Source: an optimization exercise on an open RTL-to-GDS flow (aim: small area, a short achievable clock period and few clock cycles). Production flows keep margins and buffers that such runs may drop.
In this exercise RTL edits were held to simulation tests only and were not proved equivalent to the original.

==> lagoon <==
// mp_top
module mp_top
(
    input  logic        clock,
    input  logic        reset_n,
    input  logic        start,
    input  logic        y_wr_en,
    input  logic [1:0]  y_wr_addr,
    input  logic [31:0] y_wr_data,
    input  logic        dict_wr_en,
    input  logic [4:0]  dict_wr_addr,
    input  logic [31:0] dict_wr_data,
    input  logic [2:0]  x_rd_addr,
    output logic [31:0] x_rd_data,
    output logic        busy,
    output logic        done
);
    logic [4:0]  ph;
    logic [4:0]  ph_n;
    logic        accept;
    logic [31:0] dmem [32];
    logic [31:0] r [4];
    logic [31:0] r_n [4];
    logic [31:0] xreg [4];
    logic [31:0] yreg [4];
    logic [47:0] bs [4];
    logic [47:0] bc [4];
    logic [31:0] pb;
    logic [31:0] best_mag;
    logic [31:0] best_val;
    logic [2:0]  best_loc;
    logic [7:0]  best_oh;
    logic [31:0] best_xval;
    logic [2:0]  w1;
    logic [31:0] p1;
    logic [3:0]  sup;
    logic        r_spec;
    logic        r_p6;
    logic        r_late;
    logic [7:0]  r_oh;
    logic        b_upd_a;
    logic        b_upd_b;
    logic        b_upd_c;
    logic        b_upd_post;
    logic        c_val;
    logic        c_at6;
    logic        c_at7;
    logic        rec1;
    logic        win6;
    logic        win7;
    logic        c_take;
    logic        win_a;
    logic        c_first;
    logic [2:0]  c_atom;
    assign accept = start && !busy;
    always_comb begin
        if (accept) ph_n = (ph == 5'd23) ? 5'd24 : 5'd1;
        else if (ph == 5'd24) ph_n = busy ? 5'd1 : 5'd0;
        else if (ph == 5'd10) ph_n = win_a ? 5'd13 : 5'd11;
        else if (ph == 5'd11) ph_n = (win6 && !win7) ? 5'd13 : 5'd12;
        else if (ph != 5'd0) ph_n = ph + 5'd1;
        else ph_n = 5'd0;
    end
    always_ff @(posedge clock) begin
        if (!reset_n) begin
            ph         <= '0;
            busy       <= 1'b0;
            done       <= 1'b0;
            b_upd_a    <= 1'b0;
            b_upd_b    <= 1'b0;
            b_upd_c    <= 1'b0;
            b_upd_post <= 1'b0;
  ...
clock: 12.5 ns
lec_check: 0
abc_area: 1
cap_margin: 20
core_margin: 2
core_utilization: 40
slew_margin: 20
standard.sh (not shown) runs the stock make flow with config.mk's settings and CLKGATE_MAP_FILE= SYNTH_SCRIPT=/design/flow/synth_recipe.tcl, a recipe that flattens the netlist after the stock synthesis.
==> flow/flow/run.sh <==
#!/bin/bash
set -euo pipefail
export SETUP_SLACK_MARGIN=7.5
bash standard.sh > standard_flow.log 2>&1
==> ember: changes against lagoon <==
--- a/flow/design.v
+++ b/flow/design.v
@@ -4138,117 +4138,68 @@
     input  logic [2:0]  x_rd_addr,
     output logic [31:0] x_rd_data,
     output logic        busy,
     output logic        done
 );
     logic [4:0]  ph;
-    logic [4:0]  ph_n;
     logic        accept;
     logic [31:0] dmem [32];
     logic [31:0] r [4];
-    logic [31:0] r_n [4];
-    logic [31:0] xreg [4];
     logic [31:0] yreg [4];
     logic [47:0] bs [4];
     logic [47:0] bc [4];
     logic [31:0] pb;
     logic [31:0] best_mag;
     logic [31:0] best_val;
     logic [2:0]  best_loc;
-    logic [7:0]  best_oh;
     logic [31:0] best_xval;
     logic [2:0]  w1;
     logic [31:0] p1;
+    logic [2:0]  xa;
     logic [3:0]  sup;
-    logic        r_spec;
-    logic        r_p6;
-    logic        r_late;
-    logic [7:0]  r_oh;
-    logic        b_upd_a;
-    logic        b_upd_b;
-    logic        b_upd_c;
-    logic        b_upd_post;
-    logic        c_val;
-    logic        c_at6;
-    logic        c_at7;
-    logic        rec1;
-    logic        win6;
-    logic        win7;
-    logic        c_take;
-    logic        win_a;
-    logic        c_first;
-    logic [2:0]  c_atom;
     assign accept = start && !busy;
-    always_comb begin
-        if (accept) ph_n = (ph == 5'd23) ? 5'd24 : 5'd1;
-        else if (ph == 5'd24) ph_n = busy ? 5'd1 : 5'd0;
-        else if (ph == 5'd10) ph_n = win_a ? 5'd13 : 5'd11;
-        else if (ph == 5'd11) ph_n = (win6 && !win7) ? 5'd13 : 5'd12;
-        else if (ph != 5'd0) ph_n = ph + 5'd1;
-        else ph_n = 5'd0;
-    end
     always_ff @(posedge clock) begin
         if (!reset_n) begin
-            ph         <= '0;
-            busy       <= 1'b0;
-            done       <= 1'b0;
-            b_upd_a    <= 1'b0;
-            b_upd_b    <= 1'b0;
-            b_upd_c    <= 1'b0;
-            b_upd_post <= 1'b0;
-            c_val      <= 1'b0;
+            ph   <= '0;
+            busy <= 1'b0;
+            done <= 1'b0;
         end else begin
             done <= (ph == 5'd22);
             if (accept) busy <= 1'b1;
             else if (ph == 5'd22) busy <= 1'b0;
-            ph         <= ph_n;
-            b_upd_a    <= (ph_n == 5'd10);
-            b_upd_b    <= (ph_n == 5'd11);
-            b_upd_c    <= (ph_n == 5'd12);
-            b_upd_post <= (ph_n == 5'd24);
-            c_val      <= (ph_n >= 5'd3 && ph_n <= 5'd10) || (ph_n >= 5'd15 && ph_n <= 5'd22);
+            if (accept) ph <= (ph == 5'd23) ? 5'd24 : 5'd1;
+            else if (ph == 5'd24) ph <= busy ? 5'd1 : 5'd0;
+            else if (ph != 5'd0) ph <= ph + 5'd1;
         end
     end
     always_ff @(posedge clock) begin
-        r_spec  <= (ph_n == 5'd8) || (ph_n == 5'd22);
-        r_p6    <= (ph_n == 5'd9);
-        r_late  <= (ph_n == 5'd10);
-        if (ph_n >= 5'd1 && ph_n <= 5'd7) r_oh <= 8'd1 << ph_n[2:0];
-        else if (ph_n >= 5'd13 && ph_n <= 5'd19) r_oh <= 8'd1 << 3'(ph_n - 5'd12);
-        else r_oh <= 8'd1;
-        c_at6   <= (ph_n == 5'd9);
-        c_at7   <= (ph_n == 5'd10);
-        rec1    <= (ph == 5'd10);
-        c_first <= (ph_n == 5'd3) || (ph_n == 5'd15);
-        c_atom  <= (ph_n <= 5'd10) ? 3'(ph_n - 5'd3) : 3'(ph_n - 5'd15);
-    end
-    always_ff @(posedge clock) begin
         if (dict_wr_en && !busy) dmem[dict_wr_addr] <= dict_wr_data;
     end
-    logic [7:0]  rsel;
-    logic [31:0] yn [4];
-    assign win_a = !win6 && !c_take;
-    assign rsel = r_spec ? (c_take ? (8'd1 << c_atom) : best_oh) :
-                  r_p6 ? 8'h40 : (r_late && !win_a) ? 8'h80 : r_oh;
+    logic        spec;
+    logic [2:0]  ratom;
+    logic        c_take;
     always_comb begin
-        for (int i = 0; i < 4; i++) begin
-            yn[i] = '0;
-            for (int j = 0; j < 8; j++) yn[i] = yn[i] | ({32{rsel[j]}} & dmem[j * 4 + i]);
-        end
+        spec = (ph == 5'd10) || (ph == 5'd22);
+        if (spec) ratom = best_loc;
+        else if (ph >= 5'd1 && ph <= 5'd7) ratom = ph[2:0];
+        else if (ph >= 5'd12 && ph <= 5'd19) ratom = 3'(ph - 5'd12);
+        else ratom = 3'd0;
     end
     always_ff @(posedge clock) begin
         for (int i = 0; i < 4; i++) begin
-            yreg[i] <= yn[i];
-            xreg[i] <= (r_p6 || (r_late && !win_a) || (r_spec && c_take)) ? pb :
-                       r_spec ? best_val : r_n[i];
+            yreg[i] <= (spec && c_take) ? dmem[28 + i] : dmem[{ratom, 2'(i)}];
         end
     end
+    logic        a_upd;
+    logic [31:0] ax [4];
     logic [47:0] as [4];
     logic [47:0] ac [4];
+    assign a_upd = (ph == 5'd11) || (ph == 5'd23);
     for (genvar i = 0; i < 4; i++) begin : g_lane
-        mp_booth_lane lane (.x(xreg[i]), .y(yreg[i]), .s(as[i]), .c(ac[i]));
+        assign ax[i] = a_upd ? best_val : r[i];
+        mp_booth_lane lane (.x(ax[i]), .y(yreg[i]), .s(as[i]), .c(ac[i]));
     end
     always_ff @(posedge clock) begin
         for (int i = 0; i < 4; i++) begin
             bs[i] <= as[i];
             bc[i] <= ac[i];
         end
@@ -4260,71 +4211,53 @@
         .s(ss), .c(sc)
     );
     assign acc = ss + sc;
     always_ff @(posedge clock) begin
         pb <= acc[47:16];
     end
-    logic [16:0] lo [4];
-    logic [31:0] us [4];
-    logic [31:0] uc [4];
-    logic [32:0] usum [4];
+    logic        b_upd_run;
+    logic        b_upd_post;
+    logic [47:0] prod [4];
+    assign b_upd_run  = (ph == 5'd12);
+    assign b_upd_post = (ph == 5'd24);
     always_comb begin
-        for (int i = 0; i < 4; i++) begin
-            lo[i]   = {1'b0, bs[i][15:0]} + {1'b0, bc[i][15:0]};
-            us[i]   = r[i] ^ bs[i][47:16] ^ bc[i][47:16];
-            uc[i]   = {(r[i][30:0] & ~bs[i][46:16]) | (r[i][30:0] & ~bc[i][46:16]) |
-                       (~bs[i][46:16] & ~bc[i][46:16]), ~lo[i][16]};
-            usum[i] = {us[i], 1'b1} + {uc[i], 1'b1};
-            if (y_wr_en && !busy && y_wr_addr == 2'(i)) begin
-                r_n[i] = y_wr_data;
-            end else if ((b_upd_a && win_a) || (b_upd_b && win6 && !win7) || b_upd_c ||
-                         (b_upd_post && !sup[i])) begin
-                r_n[i] = usum[i][32:1];
-            end else begin
-                r_n[i] = r[i];
-            end
-        end
+        for (int i = 0; i < 4; i++) prod[i] = bs[i] + bc[i];
     end
     always_ff @(posedge clock) begin
         for (int i = 0; i < 4; i++) begin
-            r[i] <= r_n[i];
+            if (y_wr_en && !busy && y_wr_addr == 2'(i)) begin
+                r[i] <= y_wr_data;
+            end else if (b_upd_run || (b_upd_post && !sup[i] && reset_n)) begin
+                r[i] <= r[i] - prod[i][47:16];
+            end
             sup[i] <= y_wr_en && !busy && y_wr_addr == 2'(i);
         end
     end
+    logic        c_val;
+    logic [2:0]  c_atom;
     logic [31:0] c_mag;
-    logic [31:0] c_ones;
     logic [31:0] c_xval;
     always_comb begin
+        c_val  = (ph >= 5'd3 && ph <= 5'd10) || (ph >= 5'd15 && ph <= 5'd22);
+        c_atom = (ph <= 5'd10) ? 3'(ph - 5'd3) : 3'(ph - 5'd15);
         c_mag  = pb[31] ? -pb : pb;
-        c_ones = pb ^ {32{pb[31]}};
-        c_take = c_first || (c_ones > best_mag) || (pb[31] && c_ones == best_mag);
+        c_take = (c_atom == 3'd0) || (c_mag > best_mag);
         c_xval = pb + ((c_atom == w1) ? p1 : 32'd0);
     end
     always_ff @(posedge clock) begin
         if (c_val && c_take) begin
             best_mag  <= c_mag;
             best_val  <= pb;
             best_loc  <= c_atom;
-            best_oh   <= 8'd1 << c_atom;
             best_xval <= c_xval;
         end
-        if (c_at6) win6 <= c_take;
-        if (c_at7) win7 <= c_take;
-        if (rec1) begin
+        if (ph == 5'd11) begin
             w1 <= best_loc;
             p1 <= best_val;
         end
     end
-    logic sel_best;
-    logic sel_w1;
-    logic sel_best_n;
-    logic sel_w1_n;
-    always_comb begin
-        sel_best_n = (c_val && c_take) ? (x_rd_addr == c_atom) : (x_rd_addr == best_loc);
-        sel_w1_n   = (x_rd_addr == (rec1 ? best_loc : w1)) && !sel_best_n;
-    end
     always_ff @(posedge clock) begin
-        sel_best <= sel_best_n;
-        sel_w1   <= sel_w1_n;
+        xa <= x_rd_addr;
     end
-    assign x_rd_data = ({32{sel_best}} & best_xval) | ({32{sel_w1}} & p1);
+    assign x_rd_data = (xa == best_loc) ? best_xval :
+                       (xa == w1) ? p1 : 32'd0;
 endmodule
==> flow/run.sh (new file) <==
#!/bin/bash
# synth_recipe.tcl (not shown) runs the flow's synth.tcl, then flattens the netlist and writes it again
# the make line also repeats each setting of config.mk as NAME=value (left out here)
make -C /OpenROAD-flow-scripts/flow DESIGN_CONFIG=/design/flow/config.mk WORK_HOME=/design/flow/orfs CLKGATE_MAP_FILE= SYNTH_SCRIPT=/design/flow/synth_recipe.tcl finish
removed: flow/flow/run.sh
removed: flow/standard.sh
==> tundra: changes against lagoon <==
--- a/flow/design.v
+++ b/flow/design.v
@@ -4151,98 +4151,66 @@
     logic [47:0] bs [4];
     logic [47:0] bc [4];
     logic [31:0] pb;
     logic [31:0] best_mag;
     logic [31:0] best_val;
     logic [2:0]  best_loc;
-    logic [7:0]  best_oh;
     logic [31:0] best_xval;
     logic [2:0]  w1;
     logic [31:0] p1;
     logic [3:0]  sup;
     logic        r_spec;
-    logic        r_p6;
-    logic        r_late;
-    logic [7:0]  r_oh;
-    logic        b_upd_a;
-    logic        b_upd_b;
-    logic        b_upd_c;
+    logic [2:0]  r_atom;
+    logic        b_upd_run;
     logic        b_upd_post;
     logic        c_val;
-    logic        c_at6;
-    logic        c_at7;
-    logic        rec1;
-    logic        win6;
-    logic        win7;
-    logic        c_take;
-    logic        win_a;
     logic        c_first;
     logic [2:0]  c_atom;
     assign accept = start && !busy;
     always_comb begin
         if (accept) ph_n = (ph == 5'd23) ? 5'd24 : 5'd1;
         else if (ph == 5'd24) ph_n = busy ? 5'd1 : 5'd0;
-        else if (ph == 5'd10) ph_n = win_a ? 5'd13 : 5'd11;
-        else if (ph == 5'd11) ph_n = (win6 && !win7) ? 5'd13 : 5'd12;
         else if (ph != 5'd0) ph_n = ph + 5'd1;
         else ph_n = 5'd0;
     end
     always_ff @(posedge clock) begin
         if (!reset_n) begin
             ph         <= '0;
             busy       <= 1'b0;
             done       <= 1'b0;
-            b_upd_a    <= 1'b0;
-            b_upd_b    <= 1'b0;
-            b_upd_c    <= 1'b0;
+            b_upd_run  <= 1'b0;
             b_upd_post <= 1'b0;
             c_val      <= 1'b0;
         end else begin
             done <= (ph == 5'd22);
             if (accept) busy <= 1'b1;
             else if (ph == 5'd22) busy <= 1'b0;
             ph         <= ph_n;
-            b_upd_a    <= (ph_n == 5'd10);
-            b_upd_b    <= (ph_n == 5'd11);
-            b_upd_c    <= (ph_n == 5'd12);
+            b_upd_run  <= (ph_n == 5'd12);
             b_upd_post <= (ph_n == 5'd24);
             c_val      <= (ph_n >= 5'd3 && ph_n <= 5'd10) || (ph_n >= 5'd15 && ph_n <= 5'd22);
         end
     end
     always_ff @(posedge clock) begin
-        r_spec  <= (ph_n == 5'd8) || (ph_n == 5'd22);
-        r_p6    <= (ph_n == 5'd9);
-        r_late  <= (ph_n == 5'd10);
-        if (ph_n >= 5'd1 && ph_n <= 5'd7) r_oh <= 8'd1 << ph_n[2:0];
-        else if (ph_n >= 5'd13 && ph_n <= 5'd19) r_oh <= 8'd1 << 3'(ph_n - 5'd12);
-        else r_oh <= 8'd1;
-        c_at6   <= (ph_n == 5'd9);
-        c_at7   <= (ph_n == 5'd10);
-        rec1    <= (ph == 5'd10);
+        r_spec  <= (ph_n == 5'd10) || (ph_n == 5'd22);
+        if (ph_n >= 5'd1 && ph_n <= 5'd7) r_atom <= ph_n[2:0];
+        else if (ph_n >= 5'd12 && ph_n <= 5'd19) r_atom <= 3'(ph_n - 5'd12);
+        else r_atom <= 3'd0;
         c_first <= (ph_n == 5'd3) || (ph_n == 5'd15);
         c_atom  <= (ph_n <= 5'd10) ? 3'(ph_n - 5'd3) : 3'(ph_n - 5'd15);
     end
     always_ff @(posedge clock) begin
         if (dict_wr_en && !busy) dmem[dict_wr_addr] <= dict_wr_data;
     end
-    logic [7:0]  rsel;
-    logic [31:0] yn [4];
-    assign win_a = !win6 && !c_take;
-    assign rsel = r_spec ? (c_take ? (8'd1 << c_atom) : best_oh) :
-                  r_p6 ? 8'h40 : (r_late && !win_a) ? 8'h80 : r_oh;
-    always_comb begin
-        for (int i = 0; i < 4; i++) begin
-            yn[i] = '0;
-            for (int j = 0; j < 8; j++) yn[i] = yn[i] | ({32{rsel[j]}} & dmem[j * 4 + i]);
-        end
-    end
+    logic        c_take;
+    logic        pick7;
+    assign pick7 = r_spec && c_take;
     always_ff @(posedge clock) begin
         for (int i = 0; i < 4; i++) begin
-            yreg[i] <= yn[i];
-            xreg[i] <= (r_p6 || (r_late && !win_a) || (r_spec && c_take)) ? pb :
-                       r_spec ? best_val : r_n[i];
+            yreg[i] <= pick7 ? dmem[28 + i] : dmem[{(r_spec ? best_loc : r_atom), 2'(i)}];
+            xreg[i] <= r_spec ? (c_take ? pb : best_val) : r_n[i];
         end
     end
     logic [47:0] as [4];
     logic [47:0] ac [4];
     for (genvar i = 0; i < 4; i++) begin : g_lane
         mp_booth_lane lane (.x(xreg[i]), .y(yreg[i]), .s(as[i]), .c(ac[i]));
@@ -4273,14 +4241,13 @@
             us[i]   = r[i] ^ bs[i][47:16] ^ bc[i][47:16];
             uc[i]   = {(r[i][30:0] & ~bs[i][46:16]) | (r[i][30:0] & ~bc[i][46:16]) |
                        (~bs[i][46:16] & ~bc[i][46:16]), ~lo[i][16]};
             usum[i] = {us[i], 1'b1} + {uc[i], 1'b1};
             if (y_wr_en && !busy && y_wr_addr == 2'(i)) begin
                 r_n[i] = y_wr_data;
-            end else if ((b_upd_a && win_a) || (b_upd_b && win6 && !win7) || b_upd_c ||
-                         (b_upd_post && !sup[i])) begin
+            end else if (b_upd_run || (b_upd_post && !sup[i])) begin
                 r_n[i] = usum[i][32:1];
             end else begin
                 r_n[i] = r[i];
             end
         end
     end
@@ -4301,29 +4268,26 @@
     end
     always_ff @(posedge clock) begin
         if (c_val && c_take) begin
             best_mag  <= c_mag;
             best_val  <= pb;
             best_loc  <= c_atom;
-            best_oh   <= 8'd1 << c_atom;
             best_xval <= c_xval;
         end
-        if (c_at6) win6 <= c_take;
-        if (c_at7) win7 <= c_take;
-        if (rec1) begin
+        if (b_upd_run) begin
             w1 <= best_loc;
             p1 <= best_val;
         end
     end
     logic sel_best;
     logic sel_w1;
     logic sel_best_n;
     logic sel_w1_n;
     always_comb begin
         sel_best_n = (c_val && c_take) ? (x_rd_addr == c_atom) : (x_rd_addr == best_loc);
-        sel_w1_n   = (x_rd_addr == (rec1 ? best_loc : w1)) && !sel_best_n;
+        sel_w1_n   = (x_rd_addr == (b_upd_run ? best_loc : w1)) && !sel_best_n;
     end
     always_ff @(posedge clock) begin
         sel_best <= sel_best_n;
         sel_w1   <= sel_w1_n;
     end
     assign x_rd_data = ({32{sel_best}} & best_xval) | ({32{sel_w1}} & p1);
==> flow/run.sh (new file) <==
#!/bin/bash
# synth_recipe.tcl (not shown) runs the flow's synth.tcl, then flattens the netlist and writes it again
# the make line also repeats each setting of config.mk as NAME=value (left out here)
make -C /OpenROAD-flow-scripts/flow DESIGN_CONFIG=/design/flow/config.mk WORK_HOME=/design/flow/orfs CLKGATE_MAP_FILE= SYNTH_SCRIPT=/design/flow/synth_recipe.tcl finish
Settings changed: SETUP_SLACK_MARGIN set to 5.
removed: flow/flow/run.sh
removed: flow/standard.sh
==> notes <==
tundra completed with no timing, DRC or antenna violations. lagoon produced a clean layout. ember produced a clean layout.
Worst setup slack: lagoon > tundra > ember.
Final area, lowest first: tundra, lagoon, ember.
The lowest register-to-register slack belongs to ember, the highest to lagoon.
In ember the utilization is lower than in tundra, by 0.19 points.
In tundra the final cell count is lower than in lagoon, by about 0.44%.
Clock skew is about the same in lagoon and tundra.
Testbench counts of lagoon, summed over its fixed seeds: cycles 4,043.
Testbench counts of ember, summed over its fixed seeds: cycles 4,256.
Testbench counts of tundra, summed over its fixed seeds: cycles 4,256.

[re-timing with driven ports]
In the flow no input, the clock included, has a driving cell. The finished layouts below were timed again as built, in two steps.
Step 1, drivers: a clkbuf_16 drives clock and a buf_2 each remaining input, both assumed.
Step 2 also shifts input and output timing later by t, the mid clock arrival at the registers, as if the neighbouring blocks saw the same clock.
Three values: ideal ports, drivers, drivers and shift; two values: the first two.
| run | shift t [ns] | setup WS [ns] | slew at the worst register clock pin (ns) |
|---|---|---|---|
| lagoon | 1.075 | 7.480 / 7.480 / 7.049 | 0.08 / 0.08 |
| ember | 1.047 | 3.929 / 3.929 / 3.929 | 0.07 / 0.07 |
| tundra | 1.027 | 6.748 / 6.748 / 6.748 | 0.09 / 0.09 |
After both steps every run listed still meets setup and hold. For lagoon, which loses most, drivers alone change the setup slack by 0.000 ns; drivers and shift together by -0.431 ns.
